Source: an optimization exercise on an open RTL-to-GDS flow (aim: small area). Production flows keep margins and buffers that such runs may drop.
RTL that was checked went through simulation tests only; none was proved equivalent to the original.
For run 2, only the layout was checked, not whether the RTL still works.
The flow treats the clock pin as an ideal source, which a real chip does not have.
Power is estimated from default activity; no workload was simulated.

**flow/design.v**
```verilog
`timescale 1ns/10ps
package vid_pkg;
    typedef enum logic [2:0] {
        CMD_IDLE       = 3'd0,
        CMD_DATA       = 3'd1,
        CMD_READ       = 3'd2,
        CMD_DATA_FIRST = 3'd3,
        CMD_WRITE      = 3'd4
    } bus_cmd_e;
    typedef enum logic [1:0] {
        LEN_1  = 2'd0,
        LEN_4  = 2'd1,
        LEN_8  = 2'd2,
        LEN_16 = 2'd3
    } burst_len_e;
    typedef struct packed {
        logic [24:0] reserved;
        logic        enable;
        logic [5:0]  pclk;       
    } ctrl_reg_t;
    typedef struct packed {
        logic [13-1:0] h_size;
        logic [13-1:0] h_end;      
    } h_timing_t;
    typedef struct packed {
        logic [13-1:0] hsync_start;
        logic [13-1:0] hsync_end;
    } h_sync_t;
    typedef struct packed {
        logic [13-1:0] v_size;
        logic [13-1:0] v_end;      
    } v_timing_t;
    typedef struct packed {
        logic [13-1:0] vsync_start;
        logic [13-1:0] vsync_end;
    } v_sync_t;
    typedef struct packed {
        ctrl_reg_t   ctrl;
        h_timing_t   h1;
        h_sync_t     h2;
        v_timing_t   v1;
        v_sync_t     v2;
        logic [31:0] base;
        logic [31:0] line_inc;
    } vid_cfg_t;
    typedef struct packed {
        logic [7:0] r;
        logic [7:0] g;
        logic [7:0] b;
    } pixel_t;
    typedef struct packed {
        logic hsync;
        logic hblank;
        logic vsync;
        logic vblank;
    } sync_t;
    typedef enum logic {
        WR_ADDR,
        WR_DATA
    } write_state_e;
    typedef enum logic [1:0] {
        FETCH_IDLE,
        FETCH_REQ,
        FETCH_DATA
    } fetch_state_e;
endpackage
`timescale 1ns/10ps
module vid_regs (
    input  logic                  clk,
    input  logic                  reset,
    input  logic                  sel,
    input  logic [2:0]            cmd_in,
    input  logic [31:0]           addr_data_in,
    output logic                  enable,
    output logic [5:0]            pclk,
    output logic [13-1:0] h_size,
    output logic [13-1:0] h_end,
    output logic [13-1:0] hs_start,
    output logic [13-1:0] hs_end,
    output logic [13-1:0] v_size,
    output logic [13-1:0] v_end,
    output logic [13-1:0] vs_start,
    output logic [13-1:0] vs_end,
    output logic [31:0]           base,
    output logic [31:0]           line_inc
);
    logic [2:0] wsel;            
    logic [2:0] wsel_next;
    always_comb begin
        wsel_next = 3'd0;
        if (sel && cmd_in == 3'd4) begin
            case (addr_data_in[7:0])
                8'h00:     wsel_next = 3'd1;
                8'h28:       wsel_next = 3'd2;
                8'h30:       wsel_next = 3'd3;
                8'h38:       wsel_next = 3'd4;
                8'h40:       wsel_next = 3'd5;
                8'h48:     wsel_next = 3'd6;
                8'h50: wsel_next = 3'd7;
                default:           wsel_next = 3'd0;
            endcase
        end
    end
    always_ff @(posedge clk or posedge reset) begin
        if (reset) begin
            wsel <= 3'd0;
        end else begin
            wsel <= wsel_next;
        end
    end
    always_ff @(posedge clk or posedge reset) begin
        if (reset) begin
            enable   <= 1'b0;
            pclk     <= '0;
            h_size   <= '0;
            h_end    <= '0;
            hs_start <= '0;
            hs_end   <= '0;
            v_size   <= '0;
            v_end    <= '0;
            vs_start <= '0;
            vs_end   <= '0;
            base     <= '0;
            line_inc <= '0;
        end else begin
            case (wsel)
                3'd1: {enable, pclk}      <= addr_data_in[6:0];
                3'd2: {h_size, h_end}     <= addr_data_in[25:0];
                3'd3: {hs_start, hs_end}  <= addr_data_in[25:0];
                3'd4: {v_size, v_end}     <= addr_data_in[25:0];
                3'd5: {vs_start, vs_end}  <= addr_data_in[25:0];
                3'd6: base                <= addr_data_in;
                3'd7: line_inc            <= addr_data_in;
                default: ;
            endcase
        end
    end
endmodule
`timescale 1ns/10ps
module vid_fetch (
    input  logic                  clk,
    input  logic                  reset,
    input  logic                  enable,
    input  logic [13-1:0] h_size,
    input  logic [13-1:0] v_size,
    input  logic [31:0]           base,
    input  logic [31:0]           line_inc,
    input  logic [2:0]            cmd_in,
    input  logic                  fifo_half_full,
    output logic [1:0]            req,
    output logic [2:0]            cmd_out,
    output logic [1:0]            len_out,
    output logic [31:0]           addr_data_out,
    output logic                  push
);
    localparam logic [1:0] F_IDLE = 2'd0;
    localparam logic [1:0] F_REQ  = 2'd1;
    localparam logic [1:0] F_DATA = 2'd2;
    logic [1:0]            state;
    logic                  rd;           
    logic [13-1:0] remain;       
    logic [13-1:0] lines_left;   
    logic [31:0]           line_addr;    
    logic [31:0]           addr;         
    logic [1:0]            cur_len;
    logic [1:0]            next_len;
    logic [4:0]            cur_words;
    logic [4:0]            beat_cnt;
    logic                  burst_done;
    logic [31:0]           next_line;
    always_comb begin
        if (remain[13-1:4] != '0) begin
            next_len = 2'd3;
        end else if (remain[3]) begin
            next_len = 2'd2;
        end else if (remain[2]) begin
            next_len = 2'd1;
        end else begin
            next_len = 2'd0;
        end
    end
    always_comb begin
        case (cur_len)
            2'd3:    cur_words = 5'd16;
            2'd2:    cur_words = 5'd8;
            2'd1:    cur_words = 5'd4;
            default: cur_words = 5'd1;
        endcase
    end
    assign push       = cmd_in[0];
    assign burst_done = (state == F_DATA) && (beat_cnt == cur_words) &&
                        !cmd_in[0] && !cmd_in[2];
    assign next_line  = line_addr + line_inc;
    assign req           = {rd, rd};
    assign cmd_out       = {1'b0, rd, 1'b0};
    assign len_out       = rd ? cur_len : 2'd0;
    assign addr_data_out = rd ? addr : 32'd0;
    always_ff @(posedge clk or posedge reset) begin
        if (reset) begin
            state <= F_IDLE;
            rd    <= 1'b0;
        end else begin
            rd <= (state == F_REQ);
            case (state)
                F_IDLE: begin
                    if (enable && !fifo_half_full && h_size != '0 && v_size != '0) begin
                        state <= F_REQ;
                    end
                end
                F_REQ: begin
                    state <= F_DATA;
                end
                default: begin
                    if (burst_done) begin
                        state <= F_IDLE;
                    end
                end
            endcase
        end
    end
    always_ff @(posedge clk) begin
        if (state == F_IDLE) begin
            if (!enable) begin
                remain     <= h_size;
                lines_left <= v_size;
                line_addr  <= base;
                addr       <= base;
            end
        end else if (state == F_REQ) begin
            cur_len  <= next_len;
            beat_cnt <= '0;
        end else begin
            if (push) begin
                beat_cnt <= beat_cnt + 5'd1;
            end
            if (burst_done) begin
                if (remain == 13'(cur_words)) begin
                    remain <= h_size;
                    if (lines_left == 13'(1)) begin
                        lines_left <= v_size;
                        line_addr  <= base;
                        addr       <= base;
                    end else begin
                        lines_left <= lines_left - 1'b1;
                        line_addr  <= next_line;
                        addr       <= next_line;
                    end
                end else begin
                    remain <= remain - 13'(cur_words);
                    addr   <= addr + {25'd0, cur_words, 2'b00};
                end
            end
        end
    end
endmodule
`timescale 1ns/10ps
module vid_fifo (
    input  logic        clk,
    input  logic        reset,
    input  logic        push,
    input  logic [23:0] push_data,
    input  logic        pop,
    output logic [23:0] front_data,
    output logic        empty,
    output logic        half_full
);
    logic [23:0] mem [1:31];
    logic [4:0]  wr_ptr;
    logic [4:0]  rd_ptr;
    logic [4:0]  count;
    function automatic logic [4:0] step(logic [4:0] p);
        step = {p[3:0], p[4] ^ p[2]};
    endfunction
    always_ff @(posedge clk) begin
        if (push) begin
            mem[wr_ptr] <= push_data;
        end
    end
    always_ff @(posedge clk or posedge reset) begin
        if (reset) begin
            wr_ptr <= 5'd1;
            rd_ptr <= 5'd1;
            count  <= '0;
        end else begin
            if (push) begin
                wr_ptr <= step(wr_ptr);
            end
            if (pop) begin
                rd_ptr <= step(rd_ptr);
            end
            case ({push, pop})
                2'b10:   count <= count + 1'b1;
                2'b01:   count <= count - 1'b1;
                default: count <= count;
            endcase
        end
    end
    assign front_data = mem[rd_ptr];
    assign empty      = (count == '0);
    assign half_full  = count[4];
endmodule
`timescale 1ns/10ps
module vid_timing (
    input  logic                  clk,
    input  logic                  reset,
    input  logic                  enable,
    input  logic [5:0]            pclk,
    input  logic [13-1:0] h_size,
    input  logic [13-1:0] h_end,
    input  logic [13-1:0] hs_start,
    input  logic [13-1:0] hs_end,
    input  logic [13-1:0] v_size,
    input  logic [13-1:0] v_end,
    input  logic [13-1:0] vs_start,
    input  logic [13-1:0] vs_end,
    input  logic                  empty,
    input  logic [23:0]           front_data,
    output logic                  pop,
    output logic [23:0]           pixel,
    output logic [3:0]            sync
);
    logic                  run;
    logic [5:0]            div_cnt;
    logic [13-1:0] col;
    logic [13-1:0] line;
    logic                  first_tick;
    logic                  last_tick;
    logic                  hact;
    logic                  vact;
    logic                  active;
    logic                  stall;
    logic [3:0]            sync_next;
    assign first_tick = (div_cnt == '0);
    assign last_tick  = (pclk[5:1] == '0) || (div_cnt == pclk - 6'd1);
    assign hact       = (col < h_size);
    assign vact       = (line < v_size);
    assign active     = hact && vact;
    assign stall      = first_tick && active && empty;
    assign pop = !empty && (!enable || (run && first_tick && active));
    assign sync_next = {(col >= hs_start) && (col < hs_end), !hact,
                        (line >= vs_start) && (line < vs_end), !vact};
    always_ff @(posedge clk or posedge reset) begin
        if (reset) begin
            run     <= 1'b0;
            div_cnt <= '0;
            col     <= '0;
            line    <= '0;
            pixel   <= '0;
            sync    <= '0;
        end else if (!run) begin
            div_cnt <= '0;
            col     <= '0;
            line    <= '0;
            pixel   <= '0;
            sync    <= '0;
            if (enable && !empty) begin
                run <= 1'b1;
            end
        end else if (!enable) begin
            run   <= 1'b0;
            pixel <= '0;
            sync  <= '0;
        end else if (!stall) begin
            sync <= sync_next;
            if (!active) begin
                pixel <= '0;
            end else if (first_tick) begin
                pixel <= front_data;
            end
            if (last_tick) begin
                div_cnt <= '0;
                if (col == h_end) begin
                    col <= '0;
                    if (line == v_end) begin
                        line <= '0;
                    end else begin
                        line <= line + 1'b1;
                    end
                end else begin
                    col <= col + 1'b1;
                end
            end else begin
                div_cnt <= div_cnt + 6'd1;
            end
        end
    end
endmodule
`timescale 1ns/10ps
module vid_top (
    input  logic        clk,
    input  logic        reset,
    input  logic        sel,
    input  logic [2:0]  cmd_in,          
    input  logic [1:0]  len_in,          
    input  logic [31:0] addr_data_in,
    output logic [1:0]  req,
    output logic [2:0]  cmd_out,         
    output logic [1:0]  len_out,         
    output logic [31:0] addr_data_out,
    output logic [23:0] pixel,           
    output logic [3:0]  sync             
);
    logic                  enable;
    logic [5:0]            pclk;
    logic [13-1:0] h_size, h_end, hs_start, hs_end;
    logic [13-1:0] v_size, v_end, vs_start, vs_end;
    logic [31:0]           base, line_inc;
    logic                  fifo_push;
    logic                  fifo_pop;
    logic [23:0]           fifo_front;
    logic                  fifo_empty;
    logic                  fifo_half_full;
    vid_regs u_vid_regs (
        .clk          (clk),
        .reset        (reset),
        .sel          (sel),
        .cmd_in       (cmd_in),
        .addr_data_in (addr_data_in),
        .enable       (enable),
        .pclk         (pclk),
        .h_size       (h_size),
        .h_end        (h_end),
        .hs_start     (hs_start),
        .hs_end       (hs_end),
        .v_size       (v_size),
        .v_end        (v_end),
        .vs_start     (vs_start),
        .vs_end       (vs_end),
        .base         (base),
        .line_inc     (line_inc)
    );
    vid_fetch u_vid_fetch (
        .clk            (clk),
        .reset          (reset),
        .enable         (enable),
        .h_size         (h_size),
        .v_size         (v_size),
        .base           (base),
        .line_inc       (line_inc),
        .cmd_in         (cmd_in),
        .fifo_half_full (fifo_half_full),
        .req            (req),
        .cmd_out        (cmd_out),
        .len_out        (len_out),
        .addr_data_out  (addr_data_out),
        .push           (fifo_push)
    );
    vid_fifo u_vid_fifo (
        .clk        (clk),
        .reset      (reset),
        .push       (fifo_push),
        .push_data  (addr_data_in[23:0]),
        .pop        (fifo_pop),
        .front_data (fifo_front),
        .empty      (fifo_empty),
        .half_full  (fifo_half_full)
    );
    vid_timing u_vid_timing (
        .clk        (clk),
        .reset      (reset),
        .enable     (enable),
        .pclk       (pclk),
        .h_size     (h_size),
        .h_end      (h_end),
        .hs_start   (hs_start),
        .hs_end     (hs_end),
        .v_size     (v_size),
        .v_end      (v_end),
        .vs_start   (vs_start),
        .vs_end     (vs_end),
        .empty      (fifo_empty),
        .front_data (fifo_front),
        .pop        (fifo_pop),
        .pixel      (pixel),
        .sync       (sync)
    );
endmodule
```
**flow/run.sh**
```bash
#!/bin/bash
# synth_recipe.tcl (not shown) runs the flow's synth.tcl, then flattens the netlist and writes it again
# the make line also repeats each setting of config.mk as NAME=value (left out here)
make -C /OpenROAD-flow-scripts/flow DESIGN_CONFIG=/design/flow/config.mk WORK_HOME=/design/flow/orfs CLKGATE_MAP_FILE= SYNTH_SCRIPT=/design/flow/synth_recipe.tcl finish
```
**flow/config.mk**
```make
export PLATFORM = sky130hd
export DESIGN_NAME = vid_top
export DESIGN_NICKNAME = vid_top
export VERILOG_FILES = /design/flow/design.v
export SDC_FILE = /design/flow/constraint.sdc
export NUM_CORES = 4
export LEC_CHECK = 0
export CAP_MARGIN = 20
export CORE_MARGIN = 2
export CORE_UTILIZATION = 40
export SLEW_MARGIN = 20
```
**flow/constraint.sdc**
```tcl
create_clock -name core_clock -period 8.0 [get_ports {clk}]
set_input_delay 1.6000 -clock core_clock [delete_from_list [all_inputs] [get_ports {clk}]]
set_output_delay 1.6000 -clock core_clock [all_outputs]
set_load 0.01 [all_outputs]
```
==> results.txt, run 1 <==
- The area used by multi-input combinational logic is 15900 µm².
- By instance count, the leading cell after synthesis is sky130_fd_sc_hd__edfxtp_1.
- A synthesized cell averages 15.7 µm².
- The capturing element type of the critical path is a register.
- The total leakage power is 19.6 nW.
- The first global-routing pass estimated 180000 µm of wire.
- The highest ir drop seen on vdd is 0.175 mV.
- The source-to-sink clock delay at the later pin of the worst-skew pair is 710 ps.
- The startpoint identified for the worst register-to-register timing path is u_vid_timing.col[6].
- The flip-flop and latch count after synthesis is 1098.
- The clock root buffer master is sky130_fd_sc_hd__clkbuf_16.
- In the routed design, unresolved DRC markers number 0.
- On the critical path, the stage with the largest delay is an instance of sky130_fd_sc_hd__a21oi_1.
- The cell count after synthesis is 3090.
- The clock-pin slew of the registers on the worst-case setup and hold paths is 60 ps.
- The maximum single-stage delay on the critical path is 680 ps.
- Counting I/O delays and the setup requirement, the final critical path takes 4420 ps.
- The final cycle utilization of the critical path is 55.3%.
- The row count is 127.
- The number of antenna violations at the first check in global routing is 9.
- The worst setup path is of the reg2reg kind.
- The net count of the finished layout is 3386.
- The primary flip-flop cell chosen by synthesis mapping is sky130_fd_sc_hd__edfxtp_1.
- Summed over all instances, the cell type with the most area after synthesis is sky130_fd_sc_hd__edfxtp_1.
- The count of buffers added on input and output ports is 102.
- The measured slew at the worst slew-check pin is 1150 ps.
- The die covers 124000 µm².
- For this design, the CTS-stage hold fixing added 0 buffers.
- Setup repair after global routing left no endpoint under its margin.
- The number of buffers created by CTS is 113.
- The max capacitance violation total is 0.
- Summing every instance area after synthesis gives 48400 µm².
- The count of buffer and inverter cells on the critical path is 2.
- For this run the aggregate overflow at the end of global routing stands at 0.
- Setup violations remaining at the end of the flow were counted as 0.
- From bottom edge to top edge, the die measures 352 µm.
- The proportion of synthesized chip area in sequential cells is 65.4%.
- On the final layout, the worst clock skew is 28.2 ps.
- The cell repeated most along the worst path is sky130_fd_sc_hd__a21oi_1.
- The final number of max-transition violations was 0.
- In this run, synthesis inferred 841 flip-flops with an integrated enable.
- The maximum number of pins on one net before global-route repair is 166.
- Static timing analysis puts the maximum clock frequency at 0.226 GHz.
- The origin of the worst min-delay path is u_vid_timing.pixel[3].
- Across all hold checks on the routed design, the worst slack comes to 475 ps.
- The worst path required time is 8610 ps.
- Sorting the synthesized cells by area gives the leading types as sky130_fd_sc_hd__edfxtp_1 52%, sky130_fd_sc_hd__dfrtp_1 13%, sky130_fd_sc_hd__mux4_2 10%, sky130_fd_sc_hd__mux2_2 3.8%, sky130_fd_sc_hd__ha_1 3.3%.
- The min-delay analysis places its worst path in the category reg2reg.
- The CTS tree is done.
- By count the netlist is led by 841 x sky130_fd_sc_hd__edfxtp_1, 255 x sky130_fd_sc_hd__dfrtp_1, 216 x sky130_fd_sc_hd__mux4_2, 181 x sky130_fd_sc_hd__nand2_1, 162 x sky130_fd_sc_hd__mux2_2.
- Yosys mapped the design onto 74 distinct sky130hd cell types.
- The startpoint type of the worst setup path is a register.
- The clock tree buffer depth is 3.
- The via count of the first global-routing pass is 27484.
- The H-tree depth is 3.
- Among cell families on the critical path, the largest total delay comes from compound AO/OA/AOI/OAI gates.
- The detail route stage leaves a number of antenna-violating nets equal to 0.
- The hold violation total from the final report is 0.
- The core area is 120000 µm².
- In this run the power density over the cells is 254 nW/µm².
- The number of resized instances in the post-cts repair step is 0.
- After detailed routing, the average wire length per cell comes to 24.5 µm.
- The vias after detailed routing is 27351.
- The initial utilization of the core area, before any placement, comes to 40.4%.
- Cells fill 46.2% of the core in the end.
- After detailed routing, the number of vias per cell comes to 5.55.
- Counting the fill cells in the layout gives 10353.
- Buffers added to address setup during post-CTS repair amount to 0.
- The first TritonRoute pass finished after 5 iterations.
- Clock tree synthesis found a total of 1098 sinks.
- The flow ran to the end and the layout has no timing, DRC or antenna violations.
- The signal on the critical path passes through ha_1 > a21o_1 > a21o_1 > a21oi_1 > o21ai_0 > a21oi_1 > nand4_1 > a21oi_1 > ha_1 > inv_1 > fa_1 > inv_1 > a21o_1 > a21oi_1 > xnor2_1 > nor2_1 > xor2_1.
- At the worst endpoint, the arrival time is 5030 ps.
- The growth of design area from synthesis to finish is 14.4%.
- The total detailed-routing wirelength is 121000 µm.
- The start point of the critical path is u_vid_timing.col[6].
- Summed over all nets, the half-perimeter wirelength after detailed placement is 69600 µm.
- The headroom to the max-slew limit is 23.2%.
- In the final layout, the share of cells above drive strength 1 is 20.5%.
- The post-layout total power is 14.1 mW.
- The count of routing violations after the opening detailed-route iteration is 2247.
- The proportion of synthesized flip-flops having asynchronous set or reset is 23.4%.
- Pin placement for this block handled 107 I/O pins.
- In this run the horizontal extent of the chip is 352 µm.
- The top-area cell type share of the netlist area is 52.2%.
- Global routing used 19.3% of the available tracks across all layers.
- The accumulated negative setup slack is 0 ps.
- Of all nets on the critical path, the largest fanout is 9.
- The congestion estimate from routability-driven global placement came to 0.847.
- The sequential cell area in the final layout is 31700 µm².
- The synthesis warning total is 4.
## worst reg2reg max path, delay by kind of cell (launching register included)
family | cells | cell delay (ps)
adders and majority gates | 3 | 1100
xor gates and xnor gates | 2 | 310
buffers and inverters | 2 | 180
DFF | 1 | 570
and+or+nand+nor | 2 | 270
AOI/OAI and AO/OA | 8 | 1930
## per-stage QoR
step / area (µm²) / worst slack [ps] / std cells
floorplan: 48400 / 2020 / 3091
global placement: 51400 / 3110 / 4710
detailed placement: 51400 / 3100 / 4710
CTS: 55300 / 3640 / 4921
global route: 55400 / 3380 / 4925
finish: 55400 / 3580 / 4926
## sequential cells by signal (all words and copies together), names as in the netlist, 6 cells and up
name,count
u_vid_fetch.addr,32
u_vid_fetch.line_addr,32
u_vid_fetch.lines_left,13
u_vid_fetch.remain,13
u_vid_fifo.mem,744
u_vid_regs.base,32
u_vid_regs.h_end,13
u_vid_regs.h_size,13
u_vid_regs.hs_end,13
u_vid_regs.hs_start,13
u_vid_regs.line_inc,32
u_vid_regs.pclk,6
u_vid_regs.v_end,13
u_vid_regs.v_size,13
u_vid_regs.vs_end,13
u_vid_regs.vs_start,13
u_vid_timing.col,13
u_vid_timing.div_cnt,6
u_vid_timing.line,13
u_vid_timing.pixel,24
## final cells by class
class,count,area share [%]
Inverter,107,0.732
Clock inverter,52,1.20
Tap cell,1612,3.64
Antenna cell,1,0.00452
Sequential cell,1098,57.2
Timing Repair Buffer,156,2.65
Clock buffer,159,5.78
Multi-Input combinational cell,1741,28.8
## worst paths after layout
| path | end | slack (ps) | depth (start not counted) |
|---|---|---|---|
| min in group asynchronous | u_vid_regs.pclk[0] | 1240 | 2 |
| worst min register to register | u_vid_timing.pixel[3] | 480 | 1 |
| worst max-delay path | u_vid_fifo.count[4] | 3580 | 17 |
| worst min-delay path | u_vid_timing.pixel[3] | 480 | 1 |
| max in group asynchronous | u_vid_fetch.rd | 5250 | 4 |
| worst max register to register | u_vid_fifo.count[4] | 3580 | 17 |
## routing by layer
metal / vias to the layer above / part of all wire [%] / track usage (%)
met3: 194 / 5.2 / 2.55
met2: 806 / 48 / 31.7
met4: 0 / 2.9 / 5.73
li1: 12219 / - / -
met1: 14132 / 44 / 27.0
met5: - / 0 / 0
## kinds of logic after synthesis
kind of cell / after synthesis / synth area share [%]
xor gates and xnor gates: 123 / 2.22
and+or+nand+nor: 618 / 6.28
muxes: 432 / 14.9
DFF: 1098 / 65.4
AOI/OAI and AO/OA: 437 / 5.61
buffers and inverters: 252 / 2.13
adders and majority gates: 129 / 3.36
other: 1 / 0.00775
## placed cells by master, fill, tap and decap left out, drive strengths merged, types with 16 or more instances in the layout
| cell type | count |
|---|---|
| a21o | 53 |
| a21oi | 108 |
| and2 | 46 |
| buf | 64 |
| clkbuf | 159 |
| clkdlybuf4s50 | 92 |
| clkinv | 35 |
| dfrtp | 255 |
| edfxtp | 841 |
| ha | 127 |
| inv | 106 |
| mux2 | 162 |
| mux2i | 54 |
| mux4 | 216 |
| nand2 | 184 |
| nand2b | 18 |
| nand3 | 46 |
| nand3b | 16 |
| nand4 | 33 |
| nor2 | 141 |
| nor2b | 16 |
| nor3 | 49 |
| nor4 | 18 |
| o211ai | 22 |
| o21ai | 138 |
| xnor2 | 51 |
| xor2 | 72 |
## power breakdown
group	internal, mW	switching (mW)
clock network	3.18	2.24
registers	6.64	0.262
logic	0.636	1.11
==> inputs of run 2 (changes only) <==
--- a/flow/design.v
+++ b/flow/design.v
@@ -82,7 +82,9 @@
     output logic [13-1:0] vs_start,
     output logic [13-1:0] vs_end,
     output logic [31:0]           base,
-    output logic [31:0]           line_inc
+    output logic [31:0]           line_inc,
+    output logic                  hs_ok,
+    output logic                  vs_ok
 );
     logic [2:0] wsel;            
     logic [2:0] wsel_next;
@@ -111,30 +113,35 @@
     always_ff @(posedge clk or posedge reset) begin
         if (reset) begin
             enable   <= 1'b0;
-            pclk     <= '0;
             h_size   <= '0;
-            h_end    <= '0;
-            hs_start <= '0;
-            hs_end   <= '0;
             v_size   <= '0;
-            v_end    <= '0;
-            vs_start <= '0;
-            vs_end   <= '0;
+            hs_ok    <= 1'b0;
+            vs_ok    <= 1'b0;
             base     <= '0;
             line_inc <= '0;
         end else begin
             case (wsel)
-                3'd1: {enable, pclk}      <= addr_data_in[6:0];
-                3'd2: {h_size, h_end}     <= addr_data_in[25:0];
-                3'd3: {hs_start, hs_end}  <= addr_data_in[25:0];
-                3'd4: {v_size, v_end}     <= addr_data_in[25:0];
-                3'd5: {vs_start, vs_end}  <= addr_data_in[25:0];
-                3'd6: base                <= addr_data_in;
-                3'd7: line_inc            <= addr_data_in;
+                3'd1: enable   <= addr_data_in[6];
+                3'd2: h_size   <= addr_data_in[25:13];
+                3'd3: hs_ok    <= 1'b1;
+                3'd4: v_size   <= addr_data_in[25:13];
+                3'd5: vs_ok    <= 1'b1;
+                3'd6: base     <= addr_data_in;
+                3'd7: line_inc <= addr_data_in;
                 default: ;
             endcase
         end
     end
+    always_ff @(posedge clk) begin
+        case (wsel)
+            3'd1: pclk                <= addr_data_in[5:0];
+            3'd2: h_end               <= addr_data_in[12:0];
+            3'd3: {hs_start, hs_end}  <= addr_data_in[25:0];
+            3'd4: v_end               <= addr_data_in[12:0];
+            3'd5: {vs_start, vs_end}  <= addr_data_in[25:0];
+            default: ;
+        endcase
+    end
 endmodule
 `timescale 1ns/10ps
 module vid_fetch (
@@ -158,16 +165,16 @@
     localparam logic [1:0] F_DATA = 2'd2;
     logic [1:0]            state;
     logic                  rd;           
+    logic [13-1:0] col;          
     logic [13-1:0] remain;       
     logic [13-1:0] lines_left;   
     logic [31:0]           line_addr;    
-    logic [31:0]           addr;         
     logic [1:0]            cur_len;
     logic [1:0]            next_len;
     logic [4:0]            cur_words;
     logic [4:0]            beat_cnt;
     logic                  burst_done;
-    logic [31:0]           next_line;
+    assign remain = h_size - col;
     always_comb begin
         if (remain[13-1:4] != '0) begin
             next_len = 2'd3;
@@ -190,11 +197,10 @@
     assign push       = cmd_in[0];
     assign burst_done = (state == F_DATA) && (beat_cnt == cur_words) &&
                         !cmd_in[0] && !cmd_in[2];
-    assign next_line  = line_addr + line_inc;
     assign req           = {rd, rd};
     assign cmd_out       = {1'b0, rd, 1'b0};
     assign len_out       = rd ? cur_len : 2'd0;
-    assign addr_data_out = rd ? addr : 32'd0;
+    assign addr_data_out = rd ? line_addr + {17'd0, col, 2'b00} : 32'd0;
     always_ff @(posedge clk or posedge reset) begin
         if (reset) begin
             state <= F_IDLE;
@@ -221,10 +227,9 @@
     always_ff @(posedge clk) begin
         if (state == F_IDLE) begin
             if (!enable) begin
-                remain     <= h_size;
+                col        <= '0;
                 lines_left <= v_size;
                 line_addr  <= base;
-                addr       <= base;
             end
         end else if (state == F_REQ) begin
             cur_len  <= next_len;
@@ -235,19 +240,16 @@
             end
             if (burst_done) begin
                 if (remain == 13'(cur_words)) begin
-                    remain <= h_size;
+                    col <= '0;
                     if (lines_left == 13'(1)) begin
                         lines_left <= v_size;
                         line_addr  <= base;
-                        addr       <= base;
                     end else begin
                         lines_left <= lines_left - 1'b1;
-                        line_addr  <= next_line;
-                        addr       <= next_line;
+                        line_addr  <= line_addr + line_inc;
                     end
                 end else begin
-                    remain <= remain - 13'(cur_words);
-                    addr   <= addr + {25'd0, cur_words, 2'b00};
+                    col <= col + 13'(cur_words);
                 end
             end
         end
@@ -295,7 +297,12 @@
             endcase
         end
     end
-    assign front_data = mem[rd_ptr];
+    always_comb begin
+        front_data = '0;
+        for (int i = 1; i < 32; i++) begin
+            front_data = front_data | (mem[i] & {24{rd_ptr == 5'(i)}});
+        end
+    end
     assign empty      = (count == '0);
     assign half_full  = count[4];
 endmodule
@@ -313,6 +320,8 @@
     input  logic [13-1:0] v_end,
     input  logic [13-1:0] vs_start,
     input  logic [13-1:0] vs_end,
+    input  logic                  hs_ok,
+    input  logic                  vs_ok,
     input  logic                  empty,
     input  logic [23:0]           front_data,
     output logic                  pop,
@@ -337,8 +346,8 @@
     assign active     = hact && vact;
     assign stall      = first_tick && active && empty;
     assign pop = !empty && (!enable || (run && first_tick && active));
-    assign sync_next = {(col >= hs_start) && (col < hs_end), !hact,
-                        (line >= vs_start) && (line < vs_end), !vact};
+    assign sync_next = {hs_ok && (col >= hs_start) && (col < hs_end), !hact,
+                        vs_ok && (line >= vs_start) && (line < vs_end), !vact};
     always_ff @(posedge clk or posedge reset) begin
         if (reset) begin
             run     <= 1'b0;
@@ -405,6 +414,7 @@
     logic [13-1:0] h_size, h_end, hs_start, hs_end;
     logic [13-1:0] v_size, v_end, vs_start, vs_end;
     logic [31:0]           base, line_inc;
+    logic                  hs_ok, vs_ok;
     logic                  fifo_push;
     logic                  fifo_pop;
     logic [23:0]           fifo_front;
@@ -427,7 +437,9 @@
         .vs_start     (vs_start),
         .vs_end       (vs_end),
         .base         (base),
-        .line_inc     (line_inc)
+        .line_inc     (line_inc),
+        .hs_ok        (hs_ok),
+        .vs_ok        (vs_ok)
     );
     vid_fetch u_vid_fetch (
         .clk            (clk),
@@ -468,6 +480,8 @@
         .v_end      (v_end),
         .vs_start   (vs_start),
         .vs_end     (vs_end),
+        .hs_ok      (hs_ok),
+        .vs_ok      (vs_ok),
         .empty      (fifo_empty),
         .front_data (fifo_front),
         .pop        (fifo_pop),
--- a/flow/config.mk
+++ b/flow/config.mk
@@ -7,5 +7,6 @@
 export LEC_CHECK = 0
 export CAP_MARGIN = 20
 export CORE_MARGIN = 2
-export CORE_UTILIZATION = 40
+export CORE_UTILIZATION = 60
+export CTS_BUF_LIST = sky130_fd_sc_hd__clkbuf_4
 export SLEW_MARGIN = 20
==> run 2 against run 1 <==
Still clean on timing, DRC and antenna. Synthesized cell count up 6.2%. Sequential power down 1%. Critical path depth down 6. Global-route usage up 16 points. Non-clock buffer count up 45. Largest cell class unchanged.
==> results.txt, run 2 <==
- The run finished with no timing, DRC or antenna violations.
- The number of port buffers is 102.
- The total area inside the core boundary comes to 75700 µm².
- TritonCTS built the clock tree.
- The final number of max-transition violations is 0.
- The area of the mapped netlist is 45700 µm².
- The total detailed-routing wirelength is 138000 µm.
- Clock latency on the worst-skew pair, taken at its later pin, is 1150 ps.
- In this run, the number of DRC markers left after iteration 0 of detailed routing was 4286.
- For this run, the total global-route usage over all layers was measured as 35.4%.
- The die is 280 µm wide.
- For this configuration, the core starts out at a cell density of 60.3%.
- The arrival time at the worst endpoint is 4820 ps.
- The routed layout has 31358 vias.
- The synthesized area divided by synthesized cell count is 13.9 µm².
- In the post-synthesis netlist, the biggest area contributors are sky130_fd_sc_hd__edfxtp_1 59%, sky130_fd_sc_hd__dfrtp_1 9.5%, sky130_fd_sc_hd__a22oi_1 5.5%, sky130_fd_sc_hd__ha_1 4.0%, sky130_fd_sc_hd__mux2_2 1.9%.
- The proportion of synthesized chip area in sequential cells is 68.3%.
- The top-level I/O count is 107.
- The register with the most flip-flops in the final layout is u_vid_fifo.mem.
- The flip-flop and latch count after synthesis is 1068.
- In this run the power density over the cells is 269 nW/µm².
- The power share of the clock group is 33.6%.
- VDD sags by at most 0.172 mV.
- Row generation in the floorplan step produced 101 rows.
- The die boundary height is 280 µm.
- After clock tree synthesis, the clock-pin slew on the worst setup and hold paths is 60 ps.
- Clock tree synthesis selected as its root buffer the cell sky130_fd_sc_hd__clkbuf_4.
- The library cell used most frequently in the layout, excluding fill and tap cells, is sky130_fd_sc_hd__edfxtp_1.
- The H-tree depth is 5.
- The fmax is 0.156 GHz.
- The cell count after synthesis is 3282.
- At the end of the flow the core is filled with cells to 68.8%.
- The final-stage net count is 3828.
- The worst path required time is 6400 ps.
- The hold violation total from the final report is 0.
- Counting flops with an async set or reset pin after synthesis yields a share of 16.4%.
- The via count of the first global-routing pass is 31157.
- The final setup violation count is 0.
- In this run the worst setup path begins at u_vid_fetch.col[1].
- The wire length of the first global-routing pass is 199000 µm.
- The post-synthesis cell type with the largest combined area is sky130_fd_sc_hd__edfxtp_1.
- The number of buffers added for setup after CTS is 0.
- The post-route antenna net violation count is 0.
- The startpoint of the most critical register-to-register path is u_vid_timing.col[10].
- Summed over its instances, the top area cell type makes up 58.7% of the synthesized netlist area.
- Once the clock tree was built, the resizer swapped 0 gates to a different size.
- In the final layout, flip-flops and latches occupy 31200 µm².
- The number of antenna violations at the first check in global routing is 6.
- For the final routed database, the setup TNS stands at 0 ps.
- Per report_power, the sequential group accounts for 48.7% of the total.
- Counting along the longest clock path gives a buffer depth of 4.
- Combinational cells account for 17.7% of the total power.
- For this run, the number of Yosys warnings is 4.
- The leading cell type by number of instances after synthesis is sky130_fd_sc_hd__edfxtp_1.
- The max capacitance violation total is 0.
- The detail-routed via count per cell is 6.51.
- The congestion estimate from routability-driven global placement came to 0.869.
- Setup repair after global routing left no endpoint under its margin.
- The pre-antenna-repair detailed-routing pass consisted of 8 iterations.
- The primary flip-flop cell chosen by synthesis mapping is sky130_fd_sc_hd__edfxtp_1.
- The HPWL after detailed placement is 80500 µm.
- The register with the most flip-flops in the layout has 744 of them.
- The maximum clock skew at final layout is 130 ps.
- The number of flops mapped to enable cells by yosys is 893.
- Of the available clock period, the critical path in the final layout requires 80.2%.
- The global-route congestion overflow total is 0.
- The number of different library cells in the post-synthesis netlist is 97.
- The net switching power is 4.07 mW.
- The share of total power consumed by net switching is 29.0%.
- The multi-input combinational cells in the finished layout cover a total of 13800 µm².
- Dividing the detail-routed wire length by the instance count gives 28.7 µm.
- The measured slew at the worst slew-check pin is 1060 ps.
- The highest net fanout along the worst path is 12.
- After synthesis, the most frequently instantiated cells are 893 x sky130_fd_sc_hd__edfxtp_1, 332 x sky130_fd_sc_hd__a22oi_1, 206 x sky130_fd_sc_hd__nand2_1, 200 x sky130_fd_sc_hd__nor2_1, 173 x sky130_fd_sc_hd__dfrtp_1.
- The number of hold-repair buffers added at the cts stage is 0.
- STA classifies the critical path endpoint as an output port.
- The growth of design area from synthesis to finish is 14.0%.
- The number of DRC violations after detailed routing is 0.
- The startpoint identified for the worst hold timing path is u_vid_regs.hs_ok.
- The startpoint type of the worst setup path is a register.
- The fill cell total of the finished layout is 5416.
- The critical path class is reg2out.
- The internal power is 9.94 mW.
- The number of sinks handled by clock tree synthesis is 1068.
- The fraction of final layout cells sized beyond drive strength 1 is 19.6%.
- Entering global routing, the biggest net connects 113 pins.
- The total leakage power is 19.5 nW.
- The floorplan step defined a die boundary enclosing 78300 µm².
- The number of buffers created by CTS is 287.
- The shortest clock period the worst path allows after layout is 6420 ps.
- In this run the tightest slew margin relative to its limit is 29.4%.
- The min-delay analysis places its worst path in the category reg2reg.
- The top cell types in the final layout, fill and taps aside, are 893 x sky130_fd_sc_hd__edfxtp_1, 434 x sky130_fd_sc_hd__clkbuf_4, 332 x sky130_fd_sc_hd__a22oi_1, 206 x sky130_fd_sc_hd__nand2_1, 173 x sky130_fd_sc_hd__dfrtp_1.
[run 2: cell count changes after synthesis, moves of 35 or more]
cell,change
sky130_fd_sc_hd__mux2i_1,-42
sky130_fd_sc_hd__mux2_2,-84
sky130_fd_sc_hd__nor2_1,+59
sky130_fd_sc_hd__and2_1,-35
sky130_fd_sc_hd__nand3_1,+39
sky130_fd_sc_hd__edfxtp_1,+52
sky130_fd_sc_hd__dfrtp_1,-82
sky130_fd_sc_hd__mux4_2,-216
sky130_fd_sc_hd__a22oi_1,+321
[run 2: power by group through the flow]
stage	Sequential, mW	Clock [mW]	Combinational [mW]
after floorplan	6.82	0	1.67
after global placement	6.91	0	2.36
after detailed placement	6.94	0	2.42
after CTS	6.82	4.77	2.44
after global routing	6.86	5.07	2.69
final	6.83	4.71	2.47
[run 2: path summary, 6_finish.rpt]
kind / to / depth (start not counted) / slack [ps]
max reg2reg: u_vid_fifo.count[4] / 18 / 3850
max in group asynchronous: u_vid_fifo.wr_ptr[1] / 3 / 5320
min reg2reg: u_vid_regs.hs_ok / 1 / 470
max: addr_data_out[21] / 11 / 1580
min in group asynchronous: u_vid_timing.pixel[18] / 2 / 1050
min: u_vid_regs.hs_ok / 1 / 470
[run 2: worst max-delay path, stage by stage (launching register included)]
cell and delay [ps]:
sky130_fd_sc_hd__edfxtp_1 530, sky130_fd_sc_hd__ha_1 330, sky130_fd_sc_hd__a21o_1 160, sky130_fd_sc_hd__a21o_1 210
sky130_fd_sc_hd__a2111oi_0 530, sky130_fd_sc_hd__nor3_1 180, sky130_fd_sc_hd__a2111oi_2 530, sky130_fd_sc_hd__o31ai_1 170
sky130_fd_sc_hd__buf_4 210, sky130_fd_sc_hd__nand4_1 120, sky130_fd_sc_hd__mux2i_1 230, sky130_fd_sc_hd__clkdlybuf4s50_1 560
[run 2: through the flow]
| step | power (mW) | setup slack (ps) | hold WS (ps) | cell area, µm² | cells |
|---|---|---|---|---|---|
| after global routing | 14.6 | 1360 | 495 | 52100 | 4816 |
| final | 14.0 | 1580 | 466 | 52100 | 4816 |
| after floorplan | 8.49 | 1660 | 430 | 45700 | 3283 |
| after global placement | 9.28 | 2520 | 442 | 48400 | 4321 |
| after detailed placement | 9.35 | 2430 | 445 | 48500 | 4323 |
| after CTS | 14.0 | 1230 | 468 | 52000 | 4812 |
[run 2: cell families after synthesis]
group | count (synthesis) | share of synthesized area [%]
AOI/OAI and AO/OA | 797 | 12.2
xor gates and xnor gates | 107 | 2.10
adders and majority gates | 151 | 4.20
buffers and inverters | 273 | 2.34
DFF | 1068 | 68.3
muxes | 90 | 2.19
other | 1 | 0.00821
and+or+nand+nor | 795 | 8.64
[run 2: per-layer routing]
metal  wire length [µm]  global-route usage [%]  part of all wire [%]
met2              67600                    59.0                    49
met4               5520                    15.2                   4.0
met5                  0                       0                     0
met1              51200                    45.7                    37
met3              13700                    6.76                   9.9
[run 2: layout make-up]
class,count,share of cell area (%)
inverter,137,1.00
clock inverter,55,0.521
antenna,1,0.00480
timing repair buffer,201,3.54
multi-input combinational,1942,26.4
sequential,1068,59.9
clock buffer,434,6.26
tap,978,2.35
==> inputs of run 3 (changes only) <==
--- a/flow/design.v
+++ b/flow/design.v
@@ -63,6 +63,24 @@
         FETCH_REQ,
         FETCH_DATA
     } fetch_state_e;
+    function automatic logic [32:0] add(logic [31:0] a, logic [31:0] b, logic cin);
+        logic        c;
+        logic [31:0] s;
+        c = cin;
+        for (int i = 0; i < 32; i++) begin
+            s[i] = a[i] ^ b[i] ^ c;
+            c    = (a[i] & b[i]) | (a[i] & c) | (b[i] & c);
+        end
+        add = {c, s};
+    endfunction
+    function automatic logic lt(logic [13-1:0] a, logic [13-1:0] b);
+        logic r;
+        r = 1'b0;
+        for (int i = 0; i < 13; i++) begin
+            r = (!a[i] && b[i]) || (!a[i] && r) || (b[i] && r);
+        end
+        lt = r;
+    endfunction
 endpackage
 `timescale 1ns/10ps
 module vid_regs (
@@ -83,6 +101,8 @@
     output logic [13-1:0] vs_end,
     output logic [31:0]           base,
     output logic [31:0]           line_inc,
+    output logic                  h_ok,
+    output logic                  v_ok,
     output logic                  hs_ok,
     output logic                  vs_ok
 );
@@ -113,8 +133,8 @@
     always_ff @(posedge clk or posedge reset) begin
         if (reset) begin
             enable   <= 1'b0;
-            h_size   <= '0;
-            v_size   <= '0;
+            h_ok     <= 1'b0;
+            v_ok     <= 1'b0;
             hs_ok    <= 1'b0;
             vs_ok    <= 1'b0;
             base     <= '0;
@@ -122,9 +142,9 @@
         end else begin
             case (wsel)
                 3'd1: enable   <= addr_data_in[6];
-                3'd2: h_size   <= addr_data_in[25:13];
+                3'd2: h_ok     <= 1'b1;
                 3'd3: hs_ok    <= 1'b1;
-                3'd4: v_size   <= addr_data_in[25:13];
+                3'd4: v_ok     <= 1'b1;
                 3'd5: vs_ok    <= 1'b1;
                 3'd6: base     <= addr_data_in;
                 3'd7: line_inc <= addr_data_in;
@@ -135,9 +155,9 @@
     always_ff @(posedge clk) begin
         case (wsel)
             3'd1: pclk                <= addr_data_in[5:0];
-            3'd2: h_end               <= addr_data_in[12:0];
+            3'd2: {h_size, h_end}     <= addr_data_in[25:0];
             3'd3: {hs_start, hs_end}  <= addr_data_in[25:0];
-            3'd4: v_end               <= addr_data_in[12:0];
+            3'd4: {v_size, v_end}     <= addr_data_in[25:0];
             3'd5: {vs_start, vs_end}  <= addr_data_in[25:0];
             default: ;
         endcase
@@ -148,6 +168,7 @@
     input  logic                  clk,
     input  logic                  reset,
     input  logic                  enable,
+    input  logic                  hv_ok,       
     input  logic [13-1:0] h_size,
     input  logic [13-1:0] v_size,
     input  logic [31:0]           base,
@@ -171,10 +192,20 @@
     logic [31:0]           line_addr;    
     logic [1:0]            cur_len;
     logic [1:0]            next_len;
-    logic [4:0]            cur_words;
-    logic [4:0]            beat_cnt;
+    logic                  got_beat;     
+    logic                  aligned;
     logic                  burst_done;
-    assign remain = h_size - col;
+    logic                  line_end;
+    logic                  frame_end;
+    logic                  hi_pend;
+    logic                  lo_carry;
+    logic [32:0]           t_lo, t_hi, t_remain, t_col, t_lines;
+    assign t_remain = vid_pkg::add({19'd0, h_size}, {19'h7ffff, ~col}, 1'b1);
+    assign t_col    = vid_pkg::add({19'd0, col}, 32'd0, 1'b1);
+    assign t_lines  = vid_pkg::add({19'd0, lines_left}, 32'hffff_ffff, 1'b0);
+    assign t_lo     = vid_pkg::add({16'd0, line_addr[15:0]}, {16'd0, line_inc[15:0]}, 1'b0);
+    assign t_hi     = vid_pkg::add({16'd0, line_addr[31:16]}, {16'd0, line_inc[31:16]}, lo_carry);
+    assign remain   = t_remain[13-1:0];
     always_comb begin
         if (remain[13-1:4] != '0) begin
             next_len = 2'd3;
@@ -186,30 +217,59 @@
             next_len = 2'd0;
         end
     end
-    always_comb begin
-        case (cur_len)
-            2'd3:    cur_words = 5'd16;
-            2'd2:    cur_words = 5'd8;
-            2'd1:    cur_words = 5'd4;
-            default: cur_words = 5'd1;
-        endcase
-    end
     assign push       = cmd_in[0];
-    assign burst_done = (state == F_DATA) && (beat_cnt == cur_words) &&
+    assign aligned    = (cur_len == 2'd0) ||
+                        ((col[1:0] == 2'd0) && ((cur_len == 2'd1) ||
+                         (!col[2] && ((cur_len == 2'd2) || !col[3]))));
+    assign burst_done = (state == F_DATA) && got_beat && aligned &&
                         !cmd_in[0] && !cmd_in[2];
+    assign line_end   = (col == h_size);
+    assign frame_end  = (lines_left == 13'(1));
     assign req           = {rd, rd};
     assign cmd_out       = {1'b0, rd, 1'b0};
     assign len_out       = rd ? cur_len : 2'd0;
-    assign addr_data_out = rd ? line_addr + {17'd0, col, 2'b00} : 32'd0;
+    assign addr_data_out = rd ? read_addr : 32'd0;
+    logic [32:0] t_ra, t_rb;
+    logic [31:0] read_addr;
+    logic [5:0]  s_b;            
+    logic        c_a, c_b, c_15;
+    logic [6:0]  ones_b;         
+    logic [16:0] ones_hi;        
+    assign t_ra = vid_pkg::add({25'd0, line_addr[8:2]}, {25'd0, col[6:0]}, 1'b0);
+    assign t_rb = vid_pkg::add({26'd0, line_addr[14:9]}, {26'd0, col[12:7]}, 1'b0);
+    assign s_b  = t_rb[5:0];
+    assign c_a  = t_ra[7];
+    assign c_b  = t_rb[6];
+    always_comb begin
+        ones_b[0] = 1'b1;
+        for (int i = 1; i < 7; i++) begin
+            ones_b[i] = ones_b[i-1] & s_b[i-1];
+        end
+        ones_hi[0] = 1'b1;
+        for (int i = 1; i < 17; i++) begin
+            ones_hi[i] = ones_hi[i-1] & line_addr[14+i];
+        end
+        c_15 = c_b | (c_a & ones_b[6]);
+        read_addr[1:0] = line_addr[1:0];
+        read_addr[8:2] = t_ra[6:0];
+        for (int i = 0; i < 6; i++) begin
+            read_addr[9+i] = s_b[i] ^ (c_a & ones_b[i]);
+        end
+        for (int i = 0; i < 17; i++) begin
+            read_addr[15+i] = line_addr[15+i] ^ (c_15 & ones_hi[i]);
+        end
+    end
     always_ff @(posedge clk or posedge reset) begin
         if (reset) begin
-            state <= F_IDLE;
-            rd    <= 1'b0;
+            state   <= F_IDLE;
+            rd      <= 1'b0;
+            hi_pend <= 1'b0;
         end else begin
-            rd <= (state == F_REQ);
+            rd      <= (state == F_REQ);
+            hi_pend <= burst_done && line_end && !frame_end;
             case (state)
                 F_IDLE: begin
-                    if (enable && !fifo_half_full && h_size != '0 && v_size != '0) begin
+                    if (enable && !fifo_half_full && hv_ok && h_size != '0 && v_size != '0) begin
                         state <= F_REQ;
                     end
                 end
@@ -225,6 +285,9 @@
         end
     end
     always_ff @(posedge clk) begin
+        if (hi_pend) begin
+            line_addr[31:16] <= t_hi[15:0];
+        end
         if (state == F_IDLE) begin
             if (!enable) begin
                 col        <= '0;
@@ -233,23 +296,23 @@
             end
         end else if (state == F_REQ) begin
             cur_len  <= next_len;
-            beat_cnt <= '0;
+            got_beat <= 1'b0;
         end else begin
             if (push) begin
-                beat_cnt <= beat_cnt + 5'd1;
+                got_beat <= 1'b1;
+                col      <= t_col[13-1:0];
             end
             if (burst_done) begin
-                if (remain == 13'(cur_words)) begin
+                if (line_end) begin
                     col <= '0;
-                    if (lines_left == 13'(1)) begin
+                    if (frame_end) begin
                         lines_left <= v_size;
                         line_addr  <= base;
                     end else begin
-                        lines_left <= lines_left - 1'b1;
-                        line_addr  <= line_addr + line_inc;
+                        lines_left      <= t_lines[13-1:0];
+                        line_addr[15:0] <= t_lo[15:0];
+                        lo_carry        <= t_lo[16];
                     end
-                end else begin
-                    col <= col + 13'(cur_words);
                 end
             end
         end
@@ -297,10 +360,17 @@
             endcase
         end
     end
+    logic [31:1] rsel;
+    logic [30:0] pick [24];
     always_comb begin
-        front_data = '0;
         for (int i = 1; i < 32; i++) begin
-            front_data = front_data | (mem[i] & {24{rd_ptr == 5'(i)}});
+            rsel[i] = (rd_ptr == 5'(i));
+        end
+        for (int b = 0; b < 24; b++) begin
+            for (int i = 1; i < 32; i++) begin
+                pick[b][i-1] = mem[i][b] & rsel[i];
+            end
+            front_data[b] = |pick[b];
         end
     end
     assign empty      = (count == '0);
@@ -339,15 +409,25 @@
     logic                  active;
     logic                  stall;
     logic [3:0]            sync_next;
+    logic [5:0]            div_inc;
+    logic [13-1:0] col_inc;
+    logic [13-1:0] line_inc1;
+    logic [32:0] t_div, t_col, t_line;
+    assign t_div     = vid_pkg::add({26'd0, div_cnt}, 32'd0, 1'b1);
+    assign t_col     = vid_pkg::add({19'd0, col}, 32'd0, 1'b1);
+    assign t_line    = vid_pkg::add({19'd0, line}, 32'd0, 1'b1);
+    assign div_inc   = t_div[5:0];
+    assign col_inc   = t_col[13-1:0];
+    assign line_inc1 = t_line[13-1:0];
     assign first_tick = (div_cnt == '0);
-    assign last_tick  = (pclk[5:1] == '0) || (div_cnt == pclk - 6'd1);
-    assign hact       = (col < h_size);
-    assign vact       = (line < v_size);
+    assign last_tick  = (pclk[5:1] == '0) || (div_inc == pclk);
+    assign hact       = vid_pkg::lt(col, h_size);
+    assign vact       = vid_pkg::lt(line, v_size);
     assign active     = hact && vact;
     assign stall      = first_tick && active && empty;
     assign pop = !empty && (!enable || (run && first_tick && active));
-    assign sync_next = {hs_ok && (col >= hs_start) && (col < hs_end), !hact,
-                        vs_ok && (line >= vs_start) && (line < vs_end), !vact};
+    assign sync_next = {hs_ok && !vid_pkg::lt(col, hs_start) && vid_pkg::lt(col, hs_end), !hact,
+                        vs_ok && !vid_pkg::lt(line, vs_start) && vid_pkg::lt(line, vs_end), !vact};
     always_ff @(posedge clk or posedge reset) begin
         if (reset) begin
             run     <= 1'b0;
@@ -383,13 +463,13 @@
                     if (line == v_end) begin
                         line <= '0;
                     end else begin
-                        line <= line + 1'b1;
+                        line <= line_inc1;
                     end
                 end else begin
-                    col <= col + 1'b1;
+                    col <= col_inc;
                 end
             end else begin
-                div_cnt <= div_cnt + 6'd1;
+                div_cnt <= div_inc;
             end
         end
     end
@@ -414,7 +494,7 @@
     logic [13-1:0] h_size, h_end, hs_start, hs_end;
     logic [13-1:0] v_size, v_end, vs_start, vs_end;
     logic [31:0]           base, line_inc;
-    logic                  hs_ok, vs_ok;
+    logic                  h_ok, v_ok, hs_ok, vs_ok;
     logic                  fifo_push;
     logic                  fifo_pop;
     logic [23:0]           fifo_front;
@@ -438,6 +518,8 @@
         .vs_end       (vs_end),
         .base         (base),
         .line_inc     (line_inc),
+        .h_ok         (h_ok),
+        .v_ok         (v_ok),
         .hs_ok        (hs_ok),
         .vs_ok        (vs_ok)
     );
@@ -445,6 +527,7 @@
         .clk            (clk),
         .reset          (reset),
         .enable         (enable),
+        .hv_ok          (h_ok && v_ok),
         .h_size         (h_size),
         .v_size         (v_size),
         .base           (base),
==> flow/flow/run.sh (new file) <==
#!/bin/bash
# Own layout flow: the standard flow (standard.sh: ORFS with the standard flow's
# synthesis script), with three changes:
#  - the ports are buffered with the smallest buffer (buf_1);
#  - clock tree synthesis uses clkbuf_16 for the root, the tree levels
#    and the leaf buffers, sink clusters of up to 20 flip-flops within 70 um,
#    and no dummy loads;
#  - nothing else: synthesis, floorplan, placement, routing and finishing
#    are the standard ones.
# Each step's full output goes to a log file of its own in this folder.
set -euo pipefail
cd "$(dirname "$0")/.."

export BUFFER_PORTS_ARGS="-buffer_cell sky130_fd_sc_hd__buf_1"
export CTS_ARGS="-sink_clustering_enable -repair_clock_nets -dont_use_dummy_load -root_buf sky130_fd_sc_hd__clkbuf_16 -tree_buf sky130_fd_sc_hd__clkbuf_16 -buf_list sky130_fd_sc_hd__clkbuf_16 -sink_clustering_size 20 -sink_clustering_max_diameter 70"

bash standard.sh synth     > log_1_synth.log 2>&1
bash standard.sh floorplan > log_2_floorplan.log 2>&1
bash standard.sh place     > log_3_place.log 2>&1
bash standard.sh cts       > log_4_cts.log 2>&1
bash standard.sh route     > log_5_route.log 2>&1
bash standard.sh finish    > log_6_finish.log 2>&1
test -s out/final.def
==> flow/standard.sh (new file) <==
#!/bin/bash
# synth_recipe.tcl (not shown) runs the flow's synth.tcl, then flattens the netlist and writes it again
# the make line also repeats each setting of config.mk as NAME=value (left out here)
make -C /OpenROAD-flow-scripts/flow DESIGN_CONFIG=/design/flow/config.mk WORK_HOME=/design/flow/orfs CLKGATE_MAP_FILE= SYNTH_SCRIPT=/design/flow/synth_recipe.tcl "${@:-finish}"
--- a/flow/config.mk
+++ b/flow/config.mk
@@ -7,6 +7,5 @@
 export LEC_CHECK = 0
 export CAP_MARGIN = 20
 export CORE_MARGIN = 2
-export CORE_UTILIZATION = 60
-export CTS_BUF_LIST = sky130_fd_sc_hd__clkbuf_4
+export CORE_UTILIZATION = 45
 export SLEW_MARGIN = 20
removed: flow/run.sh
==> run 3 against run 2 <==
Still clean. Global-route usage shrank 9.1 points. Total power shrank 23%. Die area grew 26%. Largest cell class unchanged. Highest routed layer unchanged.
==> results.txt, run 3 <==
- The headroom to the max-slew limit is 24.7%.
- The worst hold path belongs to the class reg2reg.
- The proportion of synthesized chip area in sequential cells is 72.1%.
- The slowest library cell on the worst path is sky130_fd_sc_hd__o41ai_2.
- The die covers 98500 µm².
- The detail-routed via count per cell is 6.36.
- For this block, the routed nets add up to 131000 µm of wire.
- In the routed design, unresolved DRC markers number 0.
- The area of the mapped netlist is 43200 µm².
- The maximum single-stage delay on the critical path is 530 ps.
- For this run the aggregate overflow at the end of global routing stands at 0.
- The worst register-to-register path ends at u_vid_fetch.line_addr[15].
- The number of hold-repair buffers added at the cts stage is 0.
- Yosys printed 5 warnings.
- On the critical path the largest part of the delay comes from adder cells.
- The total power density per cell area is 227 nW/µm².
- In this run the register-to-register setup slack is 1080 ps.
- Walking the worst path, the cells encountered are ha_1 > fa_1 > inv_1 > fa_1 > fa_1 > fa_1 > fa_1 > inv_1 > fa_1 > nand4b_1 > o41ai_2 > nand4_1 > nor2_2 > and4_1 > and3_1 > nand3_1 > xnor2_1 > and2_1 > buf_1.
- The final setup violation count is 0.
- The source-to-sink clock delay at the later pin of the worst-skew pair is 660 ps.
- Based on the critical path, the design can be clocked at up to 0.137 GHz.
- The floorplan step defined a core boundary enclosing 95200 µm².
- The CTS tree is done.
- The internal power is 8.16 mW.
- The worst setup path is captured at an output port.
- Sorting the synthesized cells by area gives the leading types as sky130_fd_sc_hd__edfxtp_1 63%, sky130_fd_sc_hd__dfrtp_1 8.7%, sky130_fd_sc_hd__a22oi_1 3.0%, sky130_fd_sc_hd__fa_1 2.4%, sky130_fd_sc_hd__mux2_2 2.2%.
- The sequential cell area in the final layout is 31200 µm².
- The proportion of synthesized flip-flops having asynchronous set or reset is 14.2%.
- Averaged over all synthesized cells, the footprint is 15.8 µm².
- The placer's final routability congestion estimate is 0.828.
- The startpoint type of the worst setup path is a register.
- The cell repeated most along the worst path is sky130_fd_sc_hd__fa_1.
- Setup repair after global routing left no endpoint under its margin.
- The count of buffer and inverter cells on the critical path is 3.
- Across the VDD grid, the largest voltage drop is 0.178 mV.
- The critical path class is reg2out.
- The wire length of the first global-routing pass is 185000 µm.
- Summed over all cells, the static leakage comes to 16.2 nW.
- The area of placed instances is 45800 µm².
- The arrival time at the worst endpoint is 5720 ps.
- The via count of the first global-routing pass came to 25329.
- Tracing the worst setup path back leads to its startpoint at u_vid_fetch.col[0].
- The register ranked first by flip-flop count is u_vid_fifo.mem.
- Multiplexer cells account for 3.21% of the synthesized area.
- The number of antenna violations at the first check in global routing is 6.
- The initial utilization of the core area, before any placement, comes to 45.4%.
- By count the netlist is led by 900 x sky130_fd_sc_hd__edfxtp_1, 175 x sky130_fd_sc_hd__a22oi_1, 169 x sky130_fd_sc_hd__nor2_1, 150 x sky130_fd_sc_hd__dfrtp_1, 103 x sky130_fd_sc_hd__inv_1.
- Yosys mapped a number of flops with a built-in enable equal to 900.
- The accumulated negative setup slack is 0 ps.
- Combinational logic burns 9.1% of the power.
- The count of nets left with antenna violations once routing finished came out at 0.
- The H-tree depth is 3.
- The shortest clock period the worst path allows after layout is 7320 ps.
- Cells with a size suffix above 1 make up 12.8% of the layout.
- CTS placed an instance of sky130_fd_sc_hd__clkbuf_16 at the clock tree root.
- Summing the areas of all xor and xnor instances in the mapped netlist gives 1.38% of the synthesized area.
- For this design the total switching power over the nets is 2.63 mW.
- The area growth from synthesis to layout is 10.0%.
- The number of resized instances in the post-cts repair step is 0.
- Clock-pin slew was measured on the worst setup and hold paths at 80 ps.
- The critical path crosses 19 cells after its start point.
- Measured in cells, the most critical reg-to-reg path has a length of 18.
- The library cells used most frequently in the layout, excluding fill and tap cells, are 900 x sky130_fd_sc_hd__edfxtp_1, 175 x sky130_fd_sc_hd__a22oi_1, 150 x sky130_fd_sc_hd__dfrtp_1, 106 x sky130_fd_sc_hd__nor2_1, 102 x sky130_fd_sc_hd__inv_1.
- The top-area cell type share of the netlist area is 62.5%.
- The register with the most flip-flops in the layout has 744 of them.
- By instance count, the leading cell after synthesis is sky130_fd_sc_hd__edfxtp_1.
- The critical path ends at addr_data_out[31].
- After synthesis, the netlist uses 87 different library cells.
- The final number of max-transition violations is 0.
- In the final layout, the multi-input gates occupy 11600 µm².
- The final cycle utilization of the critical path is 91.5%.
- The count of buffers added on input and output ports is 102.
- The clock network accounts for 30.1% of the total power.
- In this run the post-CTS setup repair buffer count came out at 0.
- The die is 314 µm wide.
- The run finished with no timing, DRC or antenna violations.
- The compound-cell area share of the yosys netlist is 9.86%.
- The worst-case setup margin in the final layout is 683 ps.
- The top-level I/O count is 107.
- At the pin with the least slew margin, the transition time is 1130 ps.
- Leaving out fill and tap cells, the most frequent cell in the layout is sky130_fd_sc_hd__edfxtp_1.
- The number of sinks handled by clock tree synthesis is 1068.
- The minimum setup slack after placement is 1090 ps.
- Across all layers, the routed design uses 26343 vias.
- The post-synthesis cell type with the largest combined area is sky130_fd_sc_hd__edfxtp_1.
- The share of total power consumed by net switching is 24.4%.
- The cell count after synthesis came out at 2731.
- The first TritonRoute pass finished after 6 iterations.
- The hold violation total from the final report is 0.
- The final instance area is 47500 µm².
- By area, the combinational part of the netlist is dominated by compound AO/OA/AOI/OAI gates.
- The fill cell total of the finished layout is 7864.
- The primary flip-flop cell chosen by synthesis mapping is sky130_fd_sc_hd__edfxtp_1.
- The maximum number of pins on one net before global-route repair is 65.
- In this run, the number of DRC markers left after iteration 0 of detailed routing was 4152.
- The max capacitance violation total is 0.
- Global routing used 26.3% of the available tracks.
- The flip-flop and latch count after synthesis is 1068.
- Detailed placement finished with a half-perimeter wire length of 76200 µm.
- Dividing the detail-routed wire length by the instance count gives 31.6 µm.
- The highest net fanout along the worst path is 6.
- The floorplan has 113 rows.
- The number of buffers created by CTS is 67.
- On the final layout, the worst clock skew is 83.4 ps.
- After the last flow step, the layout net total stands at 3040.
- STA puts the critical path data required time at 6400 ps.
- Summing the areas of all fa, ha and maj instances in the mapped netlist gives 4.98% of the synthesized area.
- The share of power burned in registers is 60.8%.
- The worst register-to-register path begins at u_vid_regs.line_inc[0].
- The synthesized-area fraction occupied by and/or/nand/nor cells is 6.43%.
- The clock tree buffer depth is 3.
- The die is 314 µm tall.
- On the final layout, the worst hold slack is 477 ps.
## run 3: cell types whose count changed after synthesis, moves of 75 or more
cell,previous run,this run
sky130_fd_sc_hd__nand2_1,206,82
sky130_fd_sc_hd__ha_1,147,72
sky130_fd_sc_hd__a22o_1,4,84
sky130_fd_sc_hd__o21ai_0,128,34
sky130_fd_sc_hd__a221oi_1,5,85
sky130_fd_sc_hd__a22oi_1,332,175
## run 3: worst reg2reg max path, stage by stage (launching register included)
cell and delay, ps:
sky130_fd_sc_hd__dfrtp_1 400, sky130_fd_sc_hd__ha_1 220, sky130_fd_sc_hd__fa_1 430, sky130_fd_sc_hd__fa_1 410
sky130_fd_sc_hd__fa_1 410, sky130_fd_sc_hd__fa_1 390, sky130_fd_sc_hd__fa_1 430, sky130_fd_sc_hd__fa_1 410
sky130_fd_sc_hd__fa_1 390, sky130_fd_sc_hd__fa_1 380, sky130_fd_sc_hd__fa_1 390, sky130_fd_sc_hd__fa_1 390
sky130_fd_sc_hd__fa_1 380, sky130_fd_sc_hd__fa_1 390, sky130_fd_sc_hd__fa_1 390, sky130_fd_sc_hd__fa_1 360
sky130_fd_sc_hd__inv_1 70, sky130_fd_sc_hd__fa_1 400, sky130_fd_sc_hd__a21oi_1 130
## run 3: logic make-up after synthesis
logic type,after synthesis
buf+inv,225
xor+xnor,68
flops,1068
other cells,1
simple gates,546
fa+ha+maj,145
compound gates,551
mux,127
## run 3: cell type report
type | count | area share [%]
Inverter | 104 | 0.832
Sequential cell | 1068 | 65.5
Timing Repair Buffer | 196 | 2.45
Multi-Input combinational cell | 1439 | 24.3
Clock buffer | 67 | 3.53
Tap cell | 1265 | 3.33
Antenna cell | 1 | 0.00526
## run 3: power by group through the flow
stage	Sequential, mW	Combinational [mW]	Clock, mW
2_1_floorplan	6.62	0.514	0
3_3_place_gp	6.67	0.933	0
5_1_grt	6.60	1.05	3.45
3_5_place_dp	6.69	0.967	0
4_1_cts	6.56	0.971	3.28
6_report	6.56	0.982	3.24
## run 3: metrics by stage
stage	std cells	utilization, %	total power, mW
2_1_floorplan	2732	-	7.14
3_3_place_gp	4069	48.1	7.60
3_5_place_dp	4069	48.1	7.65
4_1_cts	4136	49.9	10.8
5_1_grt	4139	50.0	11.1
6_report	4140	50.0	10.8
## run 3: worst min-delay path by stage
stage / start / cells past startpoint / endpoint
finish: u_vid_regs.v_ok / 1 / u_vid_regs.v_ok
global placement: u_vid_regs.v_ok / 1 / u_vid_regs.v_ok
detailed placement: u_vid_regs.v_ok / 1 / u_vid_regs.v_ok
global route: u_vid_regs.v_ok / 1 / u_vid_regs.v_ok
floorplan: u_vid_regs.v_ok / 1 / u_vid_regs.v_ok
CTS: u_vid_regs.v_ok / 1 / u_vid_regs.v_ok
## run 3: metal layers
metal	track usage, %	part of all wire [%]	vias up
li1	-	-	10883
met1	38.2	41	13753
met2	40.2	45	1508
met3	6.06	11	199
met4	6.82	2.6	0
met5	0	0	-

==> port drivers added, routing unchanged <==
In the flow no input, the clock included, has a driving cell. The finished layouts below were timed again as built, in two steps.
Step 1 assumes that a clkbuf_16 drives the clock port and a buf_2 every other input.
Step 2 moves the port delays by t, midway between the first and last clock arrival at a register: inputs arrive t later, outputs are due t later. That takes back most of the time a late clock gives input paths.
Three values: ideal ports, drivers, drivers and shift; two values: the first two.
run	t, ns	setup WS [ns]	worst register clock-pin slew, ns
run 1	0.762	3.575 / 3.575 / 3.076	0.07 / 0.07
run 2	1.146	1.584 / 1.513 / 2.659	0.08 / 0.08
run 3	0.682	0.683 / 0.617 / 1.077	0.09 / 0.09
After both steps setup and hold are still met in every run listed. The setup slack of run 1, which loses most, moves by 0.000 ns with the drivers and by -0.499 ns with both steps.
